This design comes from an exercise in tuning for small area, a short achievable clock period and few clock cycles per item on the open sky130 flow, not from production work. Power figures rest on the tool's default switching activity, not on a simulated workload.

==> run a: inputs <==
Design cpu_top, start of the top module:
module cpu_top (
    input  logic        clk,
    input  logic        reset,
    output logic [31:0] instr_addr,
    input  logic [31:0] instr_data,
    output logic        wb_cyc_o,
    output logic        wb_stb_o,
    output logic        wb_we_o,
    output logic [31:0] wb_adr_o,
    output logic [31:0] wb_dat_o,
    input  logic        wb_ack_i,
    input  logic [31:0] wb_dat_i
);
    logic [31:2] pc;
    logic        e_wr, e_ld, e_st;      
    logic        e_sub, e_add, e_and, e_or, e_slt;
    logic        e_far, e_fad, e_fan;   
    logic        e_fbr, e_fbd, e_fbn;   
    logic        e_brp, e_brn;          
    logic        e_bdp, e_bdn;          
    logic        e_obn;                 
    logic        e_imb;                 
    logic [4:0]  e_rd;
    logic [31:0] e_a, e_b;
    logic [11:0] e_imm;
    logic        m_wr, m_ld, m_mem, m_st;
    logic [4:0]  m_rd;
    logic [31:0] m_res, m_sd;
    logic [31:0] regs [1:31];
    logic        busy;
    logic [31:0] wd;
    assign busy = m_mem && !wb_ack_i;
    assign wd   = m_ld ? wb_dat_i : m_res;
    assign wb_cyc_o = m_mem;
    assign wb_stb_o = m_mem;
    assign wb_we_o  = m_st;
    assign wb_adr_o = m_res;
    assign wb_dat_o = m_sd;
    always_ff @(posedge clk) begin
        if (m_wr && !busy) regs[m_rd] <= wd;
    end
    logic [31:0] ins;
    logic [6:0]  opc;
    logic [2:0]  f3;
    logic [4:0]  rs1, rs2, rd;
    logic        is_ld, is_st, is_ai, is_r, f3_ok, r_ok, d_wr, d_sub;
    logic [31:0] rv1, rv2;
    assign ins   = instr_data;
    assign opc   = ins[6:0];
    assign f3    = ins[14:12];
    assign rd    = ins[11:7];
    assign rs1   = ins[19:15];
    assign rs2   = ins[24:20];
    assign is_ld = (opc == 7'b0000011);
  ...
==> module cpu_top, before the edit <==
module cpu_top (
    input  logic        clk,
    input  logic        reset,
    output logic [31:0] instr_addr,
    input  logic [31:0] instr_data,
    output logic        wb_cyc_o,
    output logic        wb_stb_o,
    output logic        wb_we_o,
    output logic [31:0] wb_adr_o,
    output logic [31:0] wb_dat_o,
    input  logic        wb_ack_i,
    input  logic [31:0] wb_dat_i
);
    logic [31:2] pc;
    logic        e_wr, e_ld, e_st;      
    logic        e_sub, e_add, e_and, e_or, e_slt;
    logic        e_far, e_fad, e_fan;   
    logic        e_fbr, e_fbd, e_fbn;   
    logic        e_brp, e_brn;          
    logic        e_bdp, e_bdn;          
    logic        e_obn;                 
    logic        e_imb;                 
    logic [4:0]  e_rd;
    logic [31:0] e_a, e_b;
    logic [11:0] e_imm;
    logic        m_wr, m_ld, m_mem, m_st;
    logic [4:0]  m_rd;
    logic [31:0] m_res, m_sd;
    logic [31:0] regs [1:31];
    logic        busy;
    logic [31:0] wd;
    assign busy = m_mem && !wb_ack_i;
    assign wd   = m_ld ? wb_dat_i : m_res;
    assign wb_cyc_o = m_mem;
    assign wb_stb_o = m_mem;
    assign wb_we_o  = m_st;
    assign wb_adr_o = m_res;
    assign wb_dat_o = m_sd;
    always_ff @(posedge clk) begin
        if (m_wr && !busy) regs[m_rd] <= wd;
    end
    logic [31:0] ins;
    logic [6:0]  opc;
    logic [2:0]  f3;
    logic [4:0]  rs1, rs2, rd;
    logic        is_ld, is_st, is_ai, is_r, f3_ok, r_ok, d_wr, d_sub;
    logic [31:0] rv1, rv2;
    assign ins   = instr_data;
    assign opc   = ins[6:0];
    assign f3    = ins[14:12];
    assign rd    = ins[11:7];
    assign rs1   = ins[19:15];
    assign rs2   = ins[24:20];
    assign is_ld = (opc == 7'b0000011);
    assign is_st = (opc == 7'b0100011);
    assign is_ai = (opc == 7'b0010011);
    assign is_r  = (opc == 7'b0110011);
    assign f3_ok = (f3 == 3'b000) || (f3 == 3'b111) || (f3 == 3'b110) || (f3 == 3'b010);
    assign r_ok  = (ins[31:25] == 7'b0000000 && f3_ok) ||
                   (ins[31:25] == 7'b0100000 && f3 == 3'b000);
    assign d_wr  = (is_ld || (is_ai && f3_ok) || (is_r && r_ok)) && (rd != 5'd0);
    assign d_sub = (is_r && ins[30]) || ((is_r || is_ai) && f3 == 3'b010);
    logic [31:1] oh1, oh2;
    logic [31:0] mx1, mx2;
    logic        byp1, byp2;
    always_comb begin
        mx1 = '0;
        mx2 = '0;
        for (int i = 1; i < 32; i++) begin
            oh1[i] = (rs1 == 5'(i));
            oh2[i] = (rs2 == 5'(i));
            mx1 = mx1 | (regs[i] & {32{oh1[i]}});
            mx2 = mx2 | (regs[i] & {32{oh2[i]}});
        end
    end
    assign byp1 = m_wr && m_rd == rs1;
    assign byp2 = m_wr && m_rd == rs2;
    assign rv1  = byp1 ? wd : mx1;
    assign rv2  = byp2 ? wd : mx2;
    always_ff @(posedge clk) begin
        if (reset) begin
            pc   <= '0;
            e_wr <= 1'b0;
            e_ld <= 1'b0;
            e_st <= 1'b0;
        end else if (!busy) begin
            pc   <= pc + 30'd1;
            e_wr <= d_wr;
            e_ld <= is_ld;
            e_st <= is_st;
        end
    end
    always_ff @(posedge clk) begin
        if (!busy) begin
            e_sub <= d_sub;
            e_add <= !((is_r || is_ai) && (f3 == 3'b111 || f3 == 3'b110 || f3 == 3'b010));
            e_and <= (is_r || is_ai) && f3 == 3'b111;
            e_or  <= (is_r || is_ai) && f3 == 3'b110;
            e_slt <= (is_r || is_ai) && f3 == 3'b010;
            e_far <= e_wr && !e_ld && e_rd == rs1;
            e_fad <= e_wr &&  e_ld && e_rd == rs1;
            e_fan <= !(e_wr && e_rd == rs1);
            e_fbr <= e_wr && !e_ld && e_rd == rs2;
            e_fbd <= e_wr &&  e_ld && e_rd == rs2;
            e_fbn <= !(e_wr && e_rd == rs2);
            e_brp <= is_r && e_wr && !e_ld && e_rd == rs2 && !d_sub;
            e_brn <= is_r && e_wr && !e_ld && e_rd == rs2 &&  d_sub;
            e_bdp <= is_r && e_wr &&  e_ld && e_rd == rs2 && !d_sub;
            e_bdn <= is_r && e_wr &&  e_ld && e_rd == rs2 &&  d_sub;
            e_obn <= is_r && !(e_wr && e_rd == rs2);
            e_imb <= !is_r;
            e_rd  <= rd;
            e_a   <= rv1;
            e_b   <= d_sub ? ~rv2 : rv2;
            e_imm <= d_sub ? ~ins[31:20] : is_st ? {ins[31:25], ins[11:7]} : ins[31:20];
        end
    end
    assign instr_addr = {pc, 2'b00};
    logic [31:0] opa, opr2, opbx, sum, res;
    logic        lt;
    assign opa  = (m_res & {32{e_far}}) | (wb_dat_i & {32{e_fad}}) | (e_a & {32{e_fan}});
    assign opr2 = (m_res & {32{e_fbr}}) | (wb_dat_i & {32{e_fbd}}) | (e_b & {32{e_fbn}});
    assign opbx = (m_res & {32{e_brp}}) | (~m_res & {32{e_brn}}) |
                  (wb_dat_i & {32{e_bdp}}) | (~wb_dat_i & {32{e_bdn}}) |
                  (e_b & {32{e_obn}}) | ({{20{e_imm[11]}}, e_imm} & {32{e_imb}});
    logic [32:0] sum33;
    assign sum33 = {opa, 1'b1} + {opbx, e_sub};
    assign sum   = sum33[32:1];
    assign lt  = (opa[31] == opbx[31]) ? opa[31] : sum[31];
    logic [31:0] lres;
    assign lres = ((opa & opbx) & {32{e_and}}) | ((opa | opbx) & {32{e_or}}) | {31'd0, lt & e_slt};
    assign res  = e_add ? sum : lres;
    always_ff @(posedge clk) begin
        if (reset) begin
            m_wr  <= 1'b0;
            m_ld  <= 1'b0;
            m_mem <= 1'b0;
            m_st  <= 1'b0;
        end else if (!busy) begin
            m_wr  <= e_wr;
            m_ld  <= e_ld;
            m_mem <= e_ld || e_st;
            m_st  <= e_st;
        end
    end
    always_ff @(posedge clk) begin
        if (!busy) begin
            m_rd  <= e_rd;
            m_res <= res;
            m_sd  <= opr2;
        end
    end
endmodule
==> flow/config.mk <==
export PLATFORM = sky130hd
export DESIGN_NAME = cpu_top
export DESIGN_NICKNAME = cpu_top
export VERILOG_FILES = /design/flow/design.v
export SDC_FILE = /design/flow/constraint.sdc
export NUM_CORES = 4
export LEC_CHECK = 0
export CAP_MARGIN = 25
export CORE_MARGIN = 2
export CORE_UTILIZATION = 50
export CTS_BUF_LIST = sky130_fd_sc_hd__clkbuf_4 sky130_fd_sc_hd__clkbuf_8
export GPL_ROUTABILITY_DRIVEN = 1
export SETUP_SLACK_MARGIN = 3.0
export SLEW_MARGIN = 25
==> flow/constraint.sdc <==
create_clock -name core_clock -period 6.5 [get_ports {clk}]
set_input_delay 1.3000 -clock core_clock [delete_from_list [all_inputs] [get_ports {clk}]]
set_output_delay 1.3000 -clock core_clock [all_outputs]
set_load 0.01 [all_outputs]
run.sh (not shown) runs the stock make flow with config.mk's settings and CLKGATE_MAP_FILE= SYNTH_SCRIPT=/design/flow/synth_recipe.tcl, a recipe that flattens the netlist after the stock synthesis.
==> run b (differences from run a) <==
--- a/flow/design.v
+++ b/flow/design.v
@@ -13,12 +13,10 @@
 );
     logic [31:2] pc;
     logic        e_wr, e_ld, e_st;      
-    logic        e_sub, e_add, e_and, e_or, e_slt;
+    logic        e_sub, e_and, e_or, e_slt;
     logic        e_far, e_fad, e_fan;   
     logic        e_fbr, e_fbd, e_fbn;   
-    logic        e_brp, e_brn;          
-    logic        e_bdp, e_bdn;          
-    logic        e_obn;                 
+    logic        e_obr, e_obd, e_obn;   
     logic        e_imb;                 
     logic [4:0]  e_rd;
     logic [31:0] e_a, e_b;
@@ -59,7 +57,7 @@
     assign r_ok  = (ins[31:25] == 7'b0000000 && f3_ok) ||
                    (ins[31:25] == 7'b0100000 && f3 == 3'b000);
     assign d_wr  = (is_ld || (is_ai && f3_ok) || (is_r && r_ok)) && (rd != 5'd0);
-    assign d_sub = (is_r && ins[30]) || ((is_r || is_ai) && f3 == 3'b010);
+    assign d_sub = is_r && ins[30];
     logic [31:1] oh1, oh2;
     logic [31:0] mx1, mx2;
     logic        byp1, byp2;
@@ -92,8 +90,7 @@
     end
     always_ff @(posedge clk) begin
         if (!busy) begin
-            e_sub <= d_sub;
-            e_add <= !((is_r || is_ai) && (f3 == 3'b111 || f3 == 3'b110 || f3 == 3'b010));
+            e_sub <= d_sub || (f3 == 3'b010 && (is_r || is_ai));
             e_and <= (is_r || is_ai) && f3 == 3'b111;
             e_or  <= (is_r || is_ai) && f3 == 3'b110;
             e_slt <= (is_r || is_ai) && f3 == 3'b010;
@@ -103,33 +100,32 @@
             e_fbr <= e_wr && !e_ld && e_rd == rs2;
             e_fbd <= e_wr &&  e_ld && e_rd == rs2;
             e_fbn <= !(e_wr && e_rd == rs2);
-            e_brp <= is_r && e_wr && !e_ld && e_rd == rs2 && !d_sub;
-            e_brn <= is_r && e_wr && !e_ld && e_rd == rs2 &&  d_sub;
-            e_bdp <= is_r && e_wr &&  e_ld && e_rd == rs2 && !d_sub;
-            e_bdn <= is_r && e_wr &&  e_ld && e_rd == rs2 &&  d_sub;
+            e_obr <= is_r && e_wr && !e_ld && e_rd == rs2;
+            e_obd <= is_r && e_wr &&  e_ld && e_rd == rs2;
             e_obn <= is_r && !(e_wr && e_rd == rs2);
             e_imb <= !is_r;
             e_rd  <= rd;
             e_a   <= rv1;
-            e_b   <= d_sub ? ~rv2 : rv2;
-            e_imm <= d_sub ? ~ins[31:20] : is_st ? {ins[31:25], ins[11:7]} : ins[31:20];
+            e_b   <= rv2;
+            e_imm <= is_st ? {ins[31:25], ins[11:7]} : ins[31:20];
         end
     end
     assign instr_addr = {pc, 2'b00};
-    logic [31:0] opa, opr2, opbx, sum, res;
+    logic [31:0] opa, opr2, opb, opbx, sum, res;
     logic        lt;
     assign opa  = (m_res & {32{e_far}}) | (wb_dat_i & {32{e_fad}}) | (e_a & {32{e_fan}});
     assign opr2 = (m_res & {32{e_fbr}}) | (wb_dat_i & {32{e_fbd}}) | (e_b & {32{e_fbn}});
-    assign opbx = (m_res & {32{e_brp}}) | (~m_res & {32{e_brn}}) |
-                  (wb_dat_i & {32{e_bdp}}) | (~wb_dat_i & {32{e_bdn}}) |
+    assign opb  = (m_res & {32{e_obr}}) | (wb_dat_i & {32{e_obd}}) |
                   (e_b & {32{e_obn}}) | ({{20{e_imm[11]}}, e_imm} & {32{e_imb}});
-    logic [32:0] sum33;
-    assign sum33 = {opa, 1'b1} + {opbx, e_sub};
-    assign sum   = sum33[32:1];
-    assign lt  = (opa[31] == opbx[31]) ? opa[31] : sum[31];
-    logic [31:0] lres;
-    assign lres = ((opa & opbx) & {32{e_and}}) | ((opa | opbx) & {32{e_or}}) | {31'd0, lt & e_slt};
-    assign res  = e_add ? sum : lres;
+    assign opbx = opb ^ {32{e_sub}};
+    assign sum  = opa + opbx + {31'd0, e_sub};
+    assign lt   = (opa[31] ^ opb[31]) ? opa[31] : sum[31];
+    always_comb begin
+        if (e_and)      res = opa & opb;
+        else if (e_or)  res = opa | opb;
+        else if (e_slt) res = {31'd0, lt};
+        else            res = sum;
+    end
     always_ff @(posedge clk) begin
         if (reset) begin
             m_wr  <= 1'b0;
==> flow/config.mk (replaced) <==
export PLATFORM = sky130hd
export DESIGN_NAME = cpu_top
export DESIGN_NICKNAME = cpu_top
export VERILOG_FILES = /design/flow/design.v
export SDC_FILE = /design/flow/constraint.sdc
export NUM_CORES = 4
export LEC_CHECK = 0
export CAP_MARGIN = 20
export CORE_MARGIN = 2
export CORE_UTILIZATION = 40
export SLEW_MARGIN = 20
==> comparison <==
Against run b, the synthesized cell count of run a is larger by 8.5%. Run b finished clean. Run a finished with timing, DRC and antenna clean. In run a the maximum frequency is higher than in run b, by 22%. Of run a and run b, run b has the higher die area (gap about 17%, measured against run b). In run b the flip-flop and latch count is lower than in run a, by 3. Between run b and run a, the lower register-to-register slack is in run b (gap 0.83 ns). Of run a and run b, run a has the higher first-iteration DRC count (gap about 2.4%, measured against run b). Of run a and run b, run a has the higher sequential power (gap about 1%, measured against run b). Of run b and run a, run a has the higher clock-buffer cell count (gap 95). Critical path depth: run b is lower than run a (8). In run b the sequential share of layout area is higher than in run a, by 2.8 points.
==> figures <==
| quantity | run a | run b |
|---|---|---|
| Number of clock sinks seen by CTS | 1196 | 1193 |
| Area taken by flip-flops and latches | 0.03555 sq mm | 0.03546 sq mm |
| Number of synthesized register bits | 1196 | 1193 |
| Clock Buffer Count | 252 | 157 |
| Biggest fanout along the worst timing path | 5 | 17 |
| Layout inverter count without the clock tree | 112 | 92 |
| Run status | no timing/DRC/antenna violations | no timing/DRC/antenna violations |
| Post-Synth Simple-Gate Area | 0.07922 | 0.06515 |
| Synth Area per Inst | 13.47 sq um | 14.15 sq um |
| Compound-cell area share of the yosys netlist | 0.1844 | 0.2067 |
| Ratio of layout area to synthesized area | 1.2153x | 1.1915x |
| Number of distinct standard cells referenced by the synthesized netlist | 78 | 69 |
| Met1 global-route usage | 0.5578 | 0.4415 |
| Type of the worst setup path | flop to flop | input pin to flop |
| Worst path setup slack after routing | 2.579 ns | 1.700 ns |
| Final wirelength | 265600 um | 258100 um |
| Critical path buffer and inverter count | 4 | 2 |
| Maximum clock rate | 255.0 MHz | 208.3 MHz |
| Post-Synth Adder-Cell Area | 0.01561 | 0.008185 |
| Total standard cell area after synthesis | 0.05466 sq mm | 0.05289 sq mm |
| Number of flops mapped to enable cells by yosys | 1159 | 1156 |
No run of this note included a check of the RTL's function; only the layout flow was run.

## afterwards: timing with drivers on the ports
The results above use ideal ports. As a check the final layouts listed here were re-extracted and re-timed, cells and wires unchanged.
Step 1: set_driving_cell puts a clkbuf_16 on clk and a buf_2 on each other input, an assumption about the parent block.
Step 2 moves the port delays by t, midway between the first and last clock arrival at a register: inputs arrive t later, outputs are due t later. That takes back most of the time a late clock gives input paths.
Three values: ideal ports, drivers, drivers and shift; two values: the first two.
run	shift t [ns]	setup WS [ns]	hold slack, ns	worst setup path at the end	worst data-port slew with drivers (ns)
run a	0.972	2.579 / 2.579 / 1.682	0.455 / 0.455 / 0.455	input to register	0.16
run b	0.837	1.700 / 1.642 / 0.805	0.466 / 0.466 / 0.466	input to register	0.19
After both steps setup and hold are still met in every run listed. The setup slack of run a, which loses most, moves by 0.000 ns with the drivers and by -0.897 ns with both steps.
